From an optimization exercise on the open Yosys and OpenROAD flow, aimed at small area, a short achievable clock period and few clock cycles; shortcuts taken in it are not production practice. At most, simulation tests tie the RTL to the original design; equivalence was not proved.

==> job 9501 <==
==> flow/design.v <==
`default_nettype none
package dsf_pkg;
  localparam logic [1:0] OP_FREQ     = 2'd0;
  localparam logic [1:0] OP_AMP      = 2'd1;
  localparam logic [1:0] OP_PHASE    = 2'd2;
  localparam logic [1:0] OP_FREQ_ALL = 2'd3;
  localparam logic [6:0] SELECT_ADDR_RESET = 7'd0;
  localparam logic [6:0] FREQ_ADDR_RESET   = 7'd4;
  localparam logic [6:0] AMP_ADDR_RESET    = 7'd6;
  localparam logic [6:0] PHASE_ADDR_RESET  = 7'd5;
  localparam logic [22:0] DIV_FREQ = 23'd1953125;
  localparam logic [6:0]  DIV_PHASE  = 7'd45;
  localparam logic [24:0] PHASE_FULL = 25'd23592960;
  localparam logic [24:0] PHASE_TOP  = 25'd23593680;
  function automatic logic [24:0] borrows(input logic [23:0] x, input logic [23:0] d, input int w);
    logic [23:0] g, p, g2, p2;
    logic [24:0] b;
    for (int i = 0; i < 24; i++) begin
      g[i] = (i < w) && d[i] && !x[i];
      p[i] = (i < w) && (d[i] || !x[i]);
    end
    for (int s = 1; s < 24; s = s * 2) begin
      for (int i = 0; i < 24; i++) begin
        if ((i / s) % 2 == 1) begin
          g2[i] = g[i] | (p[i] & g[(i / s) * s - 1]);
          p2[i] = p[i] & p[(i / s) * s - 1];
        end else begin
          g2[i] = g[i];
          p2[i] = p[i];
        end
      end
      g = g2;
      p = p2;
    end
    b[0] = 1'b0;
    for (int i = 0; i < 24; i++) b[i+1] = g[i];
    borrows = b;
  endfunction
endpackage
`default_nettype wire
`default_nettype none
module dsf_calc #(
  parameter int K = 1
) (
  input  wire logic [20:0]  a,
  input  wire logic [K-1:0] din,
  output logic [20:0]       a_next,
  output logic [K-1:0]      q
);
  localparam int W = 21 + K;
  localparam int M = (1 << K) - 1;
  logic [W-1:0] x;
  logic [M+1:1] ge;
  logic [24:0]  bf [M+1];
  logic [23:0]  df [M+1];
  logic [M:0]   sel;
  logic [W-1:0] flip;
  assign x = {a, din};
  always_comb begin
    for (int j = 1; j <= M; j++) begin
      df[j] = 24'(dsf_pkg::DIV_FREQ * j);
      bf[j] = dsf_pkg::borrows(24'(x), df[j], W);
      ge[j] = !bf[j][W];
    end
    ge[M+1] = 1'b0;
    df[0] = '0;
    bf[0] = '0;
  end
  always_comb begin
    sel[0] = !ge[1];
    for (int j = 1; j <= M; j++) sel[j] = ge[j] && !ge[j+1];
    q = '0;
    for (int j = 1; j <= M; j++) if (sel[j]) q = K'(j);
  end
  always_comb begin
    for (int i = 0; i < W; i++) begin
      flip[i] = 1'b0;
      for (int j = 1; j <= M; j++) flip[i] = flip[i] | (sel[j] & (df[j][i] ^ bf[j][i]));
    end
  end
  assign a_next = x[20:0] ^ flip[20:0];
endmodule
module dsf_phase_step (
  input  wire logic [5:0] r,
  input  wire logic       din,
  output logic [5:0]      r_next,
  output logic            q
);
  logic [6:0] x;
  assign x      = {r, din};
  assign q      = (x >= dsf_pkg::DIV_PHASE);
  assign r_next = q ? 6'(x - dsf_pkg::DIV_PHASE) : x[5:0];
endmodule
`default_nettype wire
`default_nettype none
module dds_spi_command_framer_core (
  input  wire logic        clk,
  input  wire logic        rst,
  input  wire logic        cmd_valid,
  output logic             cmd_ready,
  input  wire logic [1:0]  cmd_op,
  input  wire logic [2:0]  cmd_channel,
  input  wire logic [28:0] cmd_frequency_hz,
  input  wire logic [15:0] cmd_amplitude_word,
  input  wire logic [25:0] cmd_phase_deg_q16,
  output logic             spi_valid,
  input  wire logic        spi_ready,
  output logic [7:0]       spi_byte,
  output logic             spi_frame_end,
  output logic             spi_last,
  input  wire logic        cfg_wr_en,
  input  wire logic [1:0]  cfg_index,
  input  wire logic [6:0]  cfg_data
);
  logic [6:0]  sel_addr, freq_addr, amp_addr, phase_addr;
  logic        busy;
  logic [1:0]  op;
  logic [1:0]  ch;
  logic [2:0]  idx;
  logic        dv;         
  logic        is_phase;
  logic [20:0] a;
  logic [31:0] q;
  logic        out_valid;
  logic [7:0]  out_byte;
  logic        out_frame_end;
  logic        out_last;
  logic        adv;
  logic [2:0]  lidx;
  logic        pair_end;
  logic        cmd_end;
  logic        take;
  logic        keep;
  logic        step_en;
  logic [6:0]  val_addr;
  logic [7:0]  byte_next;
  logic [20:0] fa1, fa2;
  logic [2:0]  qa;
  logic [1:0]  qb;
  logic        din_c;
  logic [31:0] sq2, sq5;
  logic [5:0]  pr [6];
  logic [4:0]  pq;
  logic [24:0] ph_num;
  logic [20:0] a_init;
  logic [31:0] q_init;
  always_ff @(posedge clk) begin
    if (rst) begin
      sel_addr   <= dsf_pkg::SELECT_ADDR_RESET;
      freq_addr  <= dsf_pkg::FREQ_ADDR_RESET;
      amp_addr   <= dsf_pkg::AMP_ADDR_RESET;
      phase_addr <= dsf_pkg::PHASE_ADDR_RESET;
    end else if (cfg_wr_en) begin
      case (cfg_index)
        2'd0: sel_addr   <= cfg_data;
        2'd1: freq_addr  <= cfg_data;
        2'd2: amp_addr   <= cfg_data;
        default: phase_addr <= cfg_data;
      endcase
    end
  end
  assign adv       = !out_valid || spi_ready;
  assign pair_end  = (idx == lidx);
  assign cmd_end   = pair_end && ((op != dsf_pkg::OP_FREQ_ALL) || (ch == 2'd3));
  assign cmd_ready = !busy || (adv && cmd_end);
  assign take      = cmd_valid && cmd_ready;
  assign keep      = (cmd_op == dsf_pkg::OP_FREQ_ALL) || !cmd_channel[2];
  assign step_en   = busy && adv && dv;
  always_comb begin
    case (op)
      dsf_pkg::OP_AMP:   lidx = 3'd5;
      dsf_pkg::OP_PHASE: lidx = 3'd4;
      default:           lidx = 3'd6;
    endcase
  end
  always_comb begin
    case (op)
      dsf_pkg::OP_AMP:   val_addr = amp_addr;
      dsf_pkg::OP_PHASE: val_addr = phase_addr;
      default:           val_addr = freq_addr;
    endcase
  end
  dsf_calc #(.K(3)) u_step0 (.a (a),   .din (q[31:29]), .a_next (fa1), .q (qa));
  assign din_c = q[27] && (idx != 3'd6);
  dsf_calc #(.K(2)) u_step1 (.a (fa1), .din ({q[28], din_c}), .a_next (fa2), .q (qb));
  assign pr[0] = a[5:0];
  for (genvar i = 0; i < 5; i++) begin : g_ph
    dsf_phase_step u_ph (.r (pr[i]), .din (q[31-i]), .r_next (pr[i+1]), .q (pq[4-i]));
  end
  assign sq2 = {q[29:0], qa[2:1]};
  assign sq5 = {q[26:0], (is_phase ? pq : {qa, qb})};
  always_comb begin
    if (cmd_phase_deg_q16[25]) begin
      ph_num = dsf_pkg::PHASE_TOP;
    end else if (cmd_phase_deg_q16[24:0] > dsf_pkg::PHASE_FULL) begin
      ph_num = dsf_pkg::PHASE_TOP - dsf_pkg::PHASE_FULL;
    end else begin
      ph_num = dsf_pkg::PHASE_TOP - cmd_phase_deg_q16[24:0];
    end
  end
  always_comb begin
    a_init = {3'd0, cmd_frequency_hz[28:11]};
    case (cmd_op)
      dsf_pkg::OP_PHASE: begin
        a_init[5:0] = {5'd0, ph_num[24]};
        q_init = {ph_num[23:5], 13'd0};
      end
      dsf_pkg::OP_AMP: begin
        q_init = {8'h00, cmd_amplitude_word[15:8] | 8'h10, cmd_amplitude_word[7:0], 8'h00};
      end
      default: begin
        q_init = {cmd_frequency_hz[10:0], 21'd0};
      end
    endcase
  end
  always_comb begin
    case (idx)
      3'd0:    byte_next = {1'b0, sel_addr};
      3'd1:    byte_next = 8'h10 << ch;
      3'd2:    byte_next = {1'b0, val_addr};
      3'd3:    byte_next = dv ? q[11:4] : q[31:24];
      3'd4:    byte_next = dv ? q[8:1]  : q[23:16];
      3'd5:    byte_next = dv ? sq2[7:0] : q[15:8];
      default: byte_next = dv ? sq5[7:0] : q[7:0];
    endcase
  end
  always_ff @(posedge clk) begin
    if (rst) begin
      busy      <= 1'b0;
      out_valid <= 1'b0;
    end else begin
      if (adv) begin
        out_valid <= busy;
      end
      if (cmd_ready) begin
        busy <= cmd_valid && keep;
      end
    end
  end
  always_ff @(posedge clk) begin
    if (take) begin
      op       <= cmd_op;
      is_phase <= (cmd_op == dsf_pkg::OP_PHASE);
      dv       <= (cmd_op != dsf_pkg::OP_AMP);
      ch       <= (cmd_op == dsf_pkg::OP_FREQ_ALL) ? 2'd0 : cmd_channel[1:0];
      idx      <= 3'd0;
      a        <= a_init;
      q        <= q_init;
    end else begin
      if (busy && adv) begin
        if (pair_end) begin
          idx <= 3'd0;
          ch  <= ch + 2'd1;
          dv  <= 1'b0;
        end else begin
          idx <= idx + 3'd1;
        end
      end
      if (step_en) begin
        a <= {fa2[20:6], (is_phase ? pr[5] : fa2[5:0])};
        q <= sq5;
      end
    end
  end
  always_ff @(posedge clk) begin
    if (busy && adv) begin
      out_byte      <= byte_next;
      out_frame_end <= (idx == 3'd1) || pair_end;
      out_last      <= cmd_end;
    end
  end
  assign spi_valid     = out_valid;
  assign spi_byte      = out_byte;
  assign spi_frame_end = out_frame_end;
  assign spi_last      = out_last;
endmodule
`default_nettype wire
==> flow/flow/run.sh <==
#!/bin/bash
# The standard layout (standard synthesis included), with the port buffers
# made of sky130_fd_sc_hd__buf_1 instead of the delay cell buffer_ports picks
# by default. ORFS keeps each step's full log under orfs/logs; make's own
# output goes to make_finish.log here.
set -euo pipefail
bash standard.sh "BUFFER_PORTS_ARGS=-buffer_cell sky130_fd_sc_hd__buf_1" finish > make_finish.log 2>&1
==> flow/standard.sh <==
#!/bin/bash
# synth_recipe.tcl (not shown) runs the flow's synth.tcl, then flattens the netlist and writes it again
# the make line also repeats each setting of config.mk as NAME=value (left out here)
make -C /OpenROAD-flow-scripts/flow DESIGN_CONFIG=/design/flow/config.mk WORK_HOME=/design/flow/orfs CLKGATE_MAP_FILE= SYNTH_SCRIPT=/design/flow/synth_recipe.tcl "${@:-finish}"
==> flow/config.mk <==
export PLATFORM = sky130hd
export DESIGN_NAME = dds_spi_command_framer_core
export DESIGN_NICKNAME = dds_spi_command_framer_core
export VERILOG_FILES = /design/flow/design.v
export SDC_FILE = /design/flow/constraint.sdc
export NUM_CORES = 4
export LEC_CHECK = 0
export ABC_AREA = 1
export CAP_MARGIN = 20
export CORE_MARGIN = 2
export CORE_UTILIZATION = 65
export SETUP_SLACK_MARGIN = 5
export SLEW_MARGIN = 20
==> flow/constraint.sdc <==
create_clock -name core_clock -period 10.0 [get_ports {clk}]
set_input_delay 2.0000 -clock core_clock [delete_from_list [all_inputs] [get_ports {clk}]]
set_output_delay 2.0000 -clock core_clock [all_outputs]
set_load 0.01 [all_outputs]
==> inputs of job 3695, as changes to job 9501 <==
--- a/flow/design.v
+++ b/flow/design.v
@@ -38,2 +38,26 @@
   endfunction
+  function automatic logic [24:0] sub25(input logic [24:0] x, input logic [24:0] d);
+    logic [24:0] g, p, g2, p2;
+    logic [25:0] b;
+    for (int i = 0; i < 25; i++) begin
+      g[i] = d[i] && !x[i];
+      p[i] = d[i] || !x[i];
+    end
+    for (int s = 1; s < 25; s = s * 2) begin
+      for (int i = 0; i < 25; i++) begin
+        if ((i / s) % 2 == 1) begin
+          g2[i] = g[i] | (p[i] & g[(i / s) * s - 1]);
+          p2[i] = p[i] & p[(i / s) * s - 1];
+        end else begin
+          g2[i] = g[i];
+          p2[i] = p[i];
+        end
+      end
+      g = g2;
+      p = p2;
+    end
+    b[0] = 1'b0;
+    for (int i = 0; i < 25; i++) b[i+1] = g[i];
+    sub25 = x ^ d ^ b[24:0];
+  endfunction
 endpackage
@@ -127,3 +151,9 @@
   logic        out_last;
+  logic        sk_valid;
+  logic [7:0]  sk_byte;
+  logic        sk_frame_end;
+  logic        sk_last;
   logic        adv;
+  logic        out_free;
+  logic        fe_next;
   logic [2:0]  lidx;
@@ -161,9 +191,11 @@
   end
-  assign adv       = !out_valid || spi_ready;
+  assign adv       = busy && !sk_valid;
+  assign out_free  = !out_valid || spi_ready;
   assign pair_end  = (idx == lidx);
   assign cmd_end   = pair_end && ((op != dsf_pkg::OP_FREQ_ALL) || (ch == 2'd3));
-  assign cmd_ready = !busy || (adv && cmd_end);
+  assign cmd_ready = !busy || (!sk_valid && cmd_end);
   assign take      = cmd_valid && cmd_ready;
   assign keep      = (cmd_op == dsf_pkg::OP_FREQ_ALL) || !cmd_channel[2];
-  assign step_en   = busy && adv && dv;
+  assign step_en   = adv && dv;
+  assign fe_next   = (idx == 3'd1) || pair_end;
   always_comb begin
@@ -197,3 +229,3 @@
     end else begin
-      ph_num = dsf_pkg::PHASE_TOP - cmd_phase_deg_q16[24:0];
+      ph_num = ~dsf_pkg::sub25(cmd_phase_deg_q16[24:0], dsf_pkg::PHASE_TOP + 25'd1);
     end
@@ -230,5 +262,9 @@
       out_valid <= 1'b0;
+      sk_valid  <= 1'b0;
     end else begin
-      if (adv) begin
-        out_valid <= busy;
+      if (out_free) begin
+        out_valid <= sk_valid || adv;
+        sk_valid  <= 1'b0;
+      end else if (adv) begin
+        sk_valid  <= 1'b1;
       end
@@ -249,3 +285,3 @@
     end else begin
-      if (busy && adv) begin
+      if (adv) begin
         if (pair_end) begin
@@ -265,6 +301,16 @@
   always_ff @(posedge clk) begin
-    if (busy && adv) begin
-      out_byte      <= byte_next;
-      out_frame_end <= (idx == 3'd1) || pair_end;
-      out_last      <= cmd_end;
+    if (out_free) begin
+      if (sk_valid) begin
+        out_byte      <= sk_byte;
+        out_frame_end <= sk_frame_end;
+        out_last      <= sk_last;
+      end else if (adv) begin
+        out_byte      <= byte_next;
+        out_frame_end <= fe_next;
+        out_last      <= cmd_end;
+      end
+    end else if (adv) begin
+      sk_byte       <= byte_next;
+      sk_frame_end  <= fe_next;
+      sk_last       <= cmd_end;
     end
- CORE_UTILIZATION: 65 -> 40
==> inputs of job 2741, as changes to job 9501 <==
--- a/flow/design.v
+++ b/flow/design.v
@@ -11,9 +11,9 @@
   localparam logic [22:0] DIV_FREQ = 23'd1953125;
-  localparam logic [6:0]  DIV_PHASE  = 7'd45;
+  localparam logic [22:0] DIV_PHASE = 23'd1474560;
   localparam logic [24:0] PHASE_FULL = 25'd23592960;
   localparam logic [24:0] PHASE_TOP  = 25'd23593680;
-  function automatic logic [24:0] borrows(input logic [23:0] x, input logic [23:0] d, input int w);
-    logic [23:0] g, p, g2, p2;
-    logic [24:0] b;
-    for (int i = 0; i < 24; i++) begin
+  function automatic logic [23:0] borrows(input logic [22:0] x, input logic [22:0] d, input int w);
+    logic [22:0] g, p, g2, p2;
+    logic [23:0] b;
+    for (int i = 0; i < 23; i++) begin
       g[i] = (i < w) && d[i] && !x[i];
@@ -21,4 +21,4 @@
     end
-    for (int s = 1; s < 24; s = s * 2) begin
-      for (int i = 0; i < 24; i++) begin
+    for (int s = 1; s < 23; s = s * 2) begin
+      for (int i = 0; i < 23; i++) begin
         if ((i / s) % 2 == 1) begin
@@ -35,4 +35,28 @@
     b[0] = 1'b0;
-    for (int i = 0; i < 24; i++) b[i+1] = g[i];
+    for (int i = 0; i < 23; i++) b[i+1] = g[i];
     borrows = b;
+  endfunction
+  function automatic logic [24:0] sub25(input logic [24:0] x, input logic [24:0] d);
+    logic [24:0] g, p, g2, p2;
+    logic [25:0] b;
+    for (int i = 0; i < 25; i++) begin
+      g[i] = d[i] && !x[i];
+      p[i] = d[i] || !x[i];
+    end
+    for (int s = 1; s < 25; s = s * 2) begin
+      for (int i = 0; i < 25; i++) begin
+        if (i >= s) begin
+          g2[i] = g[i] | (p[i] & g[i-s]);
+          p2[i] = p[i] & p[i-s];
+        end else begin
+          g2[i] = g[i];
+          p2[i] = p[i];
+        end
+      end
+      g = g2;
+      p = p2;
+    end
+    b[0] = 1'b0;
+    for (int i = 0; i < 25; i++) b[i+1] = g[i];
+    sub25 = x ^ d ^ b[24:0];
   endfunction
@@ -44,2 +68,3 @@
 ) (
+  input  wire logic         phase,
   input  wire logic [20:0]  a,
@@ -52,5 +77,7 @@
   logic [W-1:0] x;
-  logic [M+1:1] ge;
-  logic [24:0]  bf [M+1];
-  logic [23:0]  df [M+1];
+  logic [M:1]   gef, gep;
+  logic [23:0]  bf [M+1];
+  logic [23:0]  bp [M+1];
+  logic [22:0]  df [M+1];
+  logic [22:0]  dp [M+1];
   logic [M:0]   sel;
@@ -60,11 +87,18 @@
     for (int j = 1; j <= M; j++) begin
-      df[j] = 24'(dsf_pkg::DIV_FREQ * j);
-      bf[j] = dsf_pkg::borrows(24'(x), df[j], W);
-      ge[j] = !bf[j][W];
-    end
+      df[j] = 23'(dsf_pkg::DIV_FREQ * j);
+      dp[j] = 23'(dsf_pkg::DIV_PHASE * j);
+      bf[j] = dsf_pkg::borrows(23'(x), df[j], W);
+      bp[j] = dsf_pkg::borrows(23'(x), dp[j], W);
+      gef[j] = !bf[j][W];
+      gep[j] = !bp[j][W];
+    end
+    df[0] = '0;
+    dp[0] = '0;
+    bf[0] = '0;
+    bp[0] = '0;
+  end
+  always_comb begin
+    logic [M+1:1] ge;
     ge[M+1] = 1'b0;
-    df[0] = '0;
-    bf[0] = '0;
-  end
-  always_comb begin
+    for (int j = 1; j <= M; j++) ge[j] = phase ? gep[j] : gef[j];
     sel[0] = !ge[1];
@@ -77,3 +111,5 @@
       flip[i] = 1'b0;
-      for (int j = 1; j <= M; j++) flip[i] = flip[i] | (sel[j] & (df[j][i] ^ bf[j][i]));
+      for (int j = 1; j <= M; j++) begin
+        flip[i] = flip[i] | (sel[j] & (phase ? (dp[j][i] ^ bp[j][i]) : (df[j][i] ^ bf[j][i])));
+      end
     end
@@ -81,13 +117,2 @@
   assign a_next = x[20:0] ^ flip[20:0];
-endmodule
-module dsf_phase_step (
-  input  wire logic [5:0] r,
-  input  wire logic       din,
-  output logic [5:0]      r_next,
-  output logic            q
-);
-  logic [6:0] x;
-  assign x      = {r, din};
-  assign q      = (x >= dsf_pkg::DIV_PHASE);
-  assign r_next = q ? 6'(x - dsf_pkg::DIV_PHASE) : x[5:0];
 endmodule
@@ -119,4 +144,2 @@
   logic [2:0]  idx;
-  logic        dv;         
-  logic        is_phase;
   logic [20:0] a;
@@ -128,2 +151,3 @@
   logic        adv;
+  logic        dv;
   logic [2:0]  lidx;
@@ -136,9 +160,6 @@
   logic [7:0]  byte_next;
-  logic [20:0] fa1, fa2;
-  logic [2:0]  qa;
-  logic [1:0]  qb;
-  logic        din_c;
+  logic [20:0] sa [4];
   logic [31:0] sq2, sq5;
-  logic [5:0]  pr [6];
-  logic [4:0]  pq;
+  logic        is_phase;
+  logic        last_byte;
   logic [24:0] ph_num;
@@ -161,9 +182,10 @@
   end
-  assign adv       = !out_valid || spi_ready;
-  assign pair_end  = (idx == lidx);
-  assign cmd_end   = pair_end && ((op != dsf_pkg::OP_FREQ_ALL) || (ch == 2'd3));
+  assign adv      = !out_valid || spi_ready;
+  assign last_byte = (idx == 3'd6);
+  assign pair_end = (idx == lidx);
+  assign cmd_end  = pair_end && ((op != dsf_pkg::OP_FREQ_ALL) || (ch == 2'd3));
   assign cmd_ready = !busy || (adv && cmd_end);
-  assign take      = cmd_valid && cmd_ready;
-  assign keep      = (cmd_op == dsf_pkg::OP_FREQ_ALL) || !cmd_channel[2];
-  assign step_en   = busy && adv && dv;
+  assign take     = cmd_valid && cmd_ready;
+  assign keep     = (cmd_op == dsf_pkg::OP_FREQ_ALL) || !cmd_channel[2];
+  assign step_en  = busy && adv && dv;
   always_comb begin
@@ -182,11 +204,17 @@
   end
-  dsf_calc #(.K(3)) u_step0 (.a (a),   .din (q[31:29]), .a_next (fa1), .q (qa));
-  assign din_c = q[27] && (idx != 3'd6);
-  dsf_calc #(.K(2)) u_step1 (.a (fa1), .din ({q[28], din_c}), .a_next (fa2), .q (qb));
-  assign pr[0] = a[5:0];
-  for (genvar i = 0; i < 5; i++) begin : g_ph
-    dsf_phase_step u_ph (.r (pr[i]), .din (q[31-i]), .r_next (pr[i+1]), .q (pq[4-i]));
-  end
-  assign sq2 = {q[29:0], qa[2:1]};
-  assign sq5 = {q[26:0], (is_phase ? pq : {qa, qb})};
+  logic [1:0] qa, qb;
+  logic       qc;
+  logic       din_c;
+  dsf_calc #(.K(2)) u_step0 (
+    .phase (is_phase), .a (a), .din (q[31:30]), .a_next (sa[1]), .q (qa)
+  );
+  dsf_calc #(.K(2)) u_step1 (
+    .phase (is_phase), .a (sa[1]), .din (q[29:28]), .a_next (sa[2]), .q (qb)
+  );
+  assign din_c = q[27] && !last_byte;
+  dsf_calc #(.K(1)) u_step2 (
+    .phase (is_phase), .a (sa[2]), .din (din_c), .a_next (sa[3]), .q (qc)
+  );
+  assign sq2 = {q[29:0], qa};
+  assign sq5 = {q[26:0], qa, qb, qc};
   always_comb begin
@@ -197,13 +225,13 @@
     end else begin
-      ph_num = dsf_pkg::PHASE_TOP - cmd_phase_deg_q16[24:0];
-    end
-  end
-  always_comb begin
-    a_init = {3'd0, cmd_frequency_hz[28:11]};
+      ph_num = ~dsf_pkg::sub25(cmd_phase_deg_q16[24:0], dsf_pkg::PHASE_TOP + 25'd1);
+    end
+  end
+  always_comb begin
     case (cmd_op)
       dsf_pkg::OP_PHASE: begin
-        a_init[5:0] = {5'd0, ph_num[24]};
-        q_init = {ph_num[23:5], 13'd0};
+        a_init = {5'd0, ph_num[24:9]};
+        q_init = {ph_num[8:0], 23'd0};
       end
       dsf_pkg::OP_AMP: begin
+        a_init = {3'd0, cmd_frequency_hz[28:11]};
         q_init = {8'h00, cmd_amplitude_word[15:8] | 8'h10, cmd_amplitude_word[7:0], 8'h00};
@@ -211,2 +239,3 @@
       default: begin
+        a_init = {3'd0, cmd_frequency_hz[28:11]};
         q_init = {cmd_frequency_hz[10:0], 21'd0};
@@ -241,9 +270,9 @@
     if (take) begin
-      op       <= cmd_op;
+      op  <= cmd_op;
       is_phase <= (cmd_op == dsf_pkg::OP_PHASE);
-      dv       <= (cmd_op != dsf_pkg::OP_AMP);
-      ch       <= (cmd_op == dsf_pkg::OP_FREQ_ALL) ? 2'd0 : cmd_channel[1:0];
-      idx      <= 3'd0;
-      a        <= a_init;
-      q        <= q_init;
+      dv  <= (cmd_op != dsf_pkg::OP_AMP);
+      ch  <= (cmd_op == dsf_pkg::OP_FREQ_ALL) ? 2'd0 : cmd_channel[1:0];
+      idx <= 3'd0;
+      a   <= a_init;
+      q   <= q_init;
     end else begin
@@ -252,4 +281,4 @@
           idx <= 3'd0;
+          dv  <= 1'b0;
           ch  <= ch + 2'd1;
-          dv  <= 1'b0;
         end else begin
@@ -259,3 +288,3 @@
       if (step_en) begin
-        a <= {fa2[20:6], (is_phase ? pr[5] : fa2[5:0])};
+        a <= sa[3];
         q <= sq5;
- CORE_UTILIZATION: 65 -> 40
==> run notes <==
- The highest non-clock buffer count belongs to job 2741, the lowest to job 3695.
- The highest die area belongs to job 3695, the lowest to job 9501.
- Of job 9501 and job 3695, job 9501 has the higher via count (gap about 6%, measured against job 3695).
- The highest first-iteration DRC count belongs to job 9501, the lowest to job 3695.
- The highest maximum frequency belongs to job 3695, the lowest to job 9501.
- Job 2741 completed with no timing, DRC or antenna violations. Job 3695 finished with timing, DRC and antenna clean. Job 9501 went through all stages and came out clean.
- Of job 2741 and job 3695, job 2741 has the higher core utilization (gap 1.5 points).
- In job 3695 the clock skew is lower than in job 2741, by 0.0041 ns.
==> figures <==
Status: job 9501 no timing/DRC/antenna violations; job 2741 no timing/DRC/antenna violations; job 3695 no timing/DRC/antenna violations
Wire length on met2: job 9501 16000 microns; job 2741 16100 microns; job 3695 15000 microns
Net Count, Synth: job 9501 1776; job 2741 1693; job 3695 1791
Post-layout instance area: job 9501 0.0121 sq mm; job 2741 0.0122 sq mm; job 3695 0.0127 sq mm
Detailed route wirelength on metal3: job 9501 3460 microns; job 2741 2320 microns; job 3695 2270 microns
Sequential fraction of the synthesis area: job 9501 0.263; job 2741 0.275; job 3695 0.282
Placed wire-length estimate: job 9501 23000 microns; job 2741 24400 microns; job 3695 25500 microns
Compound-cell area share of the yosys netlist: job 9501 0.153; job 2741 0.152; job 3695 0.152
Global Route Usage Sum: job 9501 0.365; job 2741 0.246; job 3695 0.234
Number of enable-type register cells in the synthesized netlist: job 9501 66; job 2741 69; job 3695 76
Global-route met2 utilization: job 9501 0.618; job 2741 0.409; job 3695 0.362
Area growth from synthesis to final layout: job 9501 18.0%; job 2741 22.5%; job 3695 18.4%
Fraction of area in registers: job 9501 0.223; job 2741 0.225; job 3695 0.238
Post-synthesis share of cell area spent on xor and xnor gates: job 9501 0.0177; job 2741 0.0116; job 3695 0.0154
# H-tree levels: job 9501 3; job 2741 3; job 3695 4
Tapcells inserted: job 9501 211; job 2741 324; job 3695 335
Initial drt markers: job 9501 1639; job 2741 1301; job 3695 1171
Global routing usage on met1: job 9501 0.475; job 2741 0.342; job 3695 0.346
Number of multi-input combinational cells: job 9501 1314; job 2741 1250; job 3695 1308
Testbench counts of job 2741, summed over its fixed seeds: cycles 10,932.
Function not checked in job 9501 and job 3695: the RTL went through the layout flow alone.

==> static timing again, ports no longer ideal <==
Ports are ideal in the flow. The routed layouts listed here were re-timed in OpenROAD.
Step 1 sets driving cells, clkbuf_16 on the clock port and buf_2 on the other inputs (assumed; they add their load-dependent delay and slew).
Step 2 adds t to the input delays and takes it off the output delays; t is the mean of the earliest and latest rising clock arrival at the registers after step 1. Input paths then give back, and output paths get back, about the clock's delay inside the block.
Slacks: ideal / step 1 / step 2; pairs: ideal / step 1.
run | shift t [ns] | setup WS [ns] | worst data-port slew with drivers (ns) | pins driven straight from the clock port
job 9501 | 0.401 | 5.023 / 5.023 / 4.768 | 0.04 | 1
job 3695 | 0.457 | 5.252 / 5.252 / 4.928 | 0.04 | 1
job 2741 | 0.405 | 5.083 / 5.083 / 5.083 | 0.04 | 1
After both steps setup and hold are still met in every run listed. The setup slack of job 3695, which loses most, moves by 0.000 ns with the drivers and by -0.324 ns with both steps.
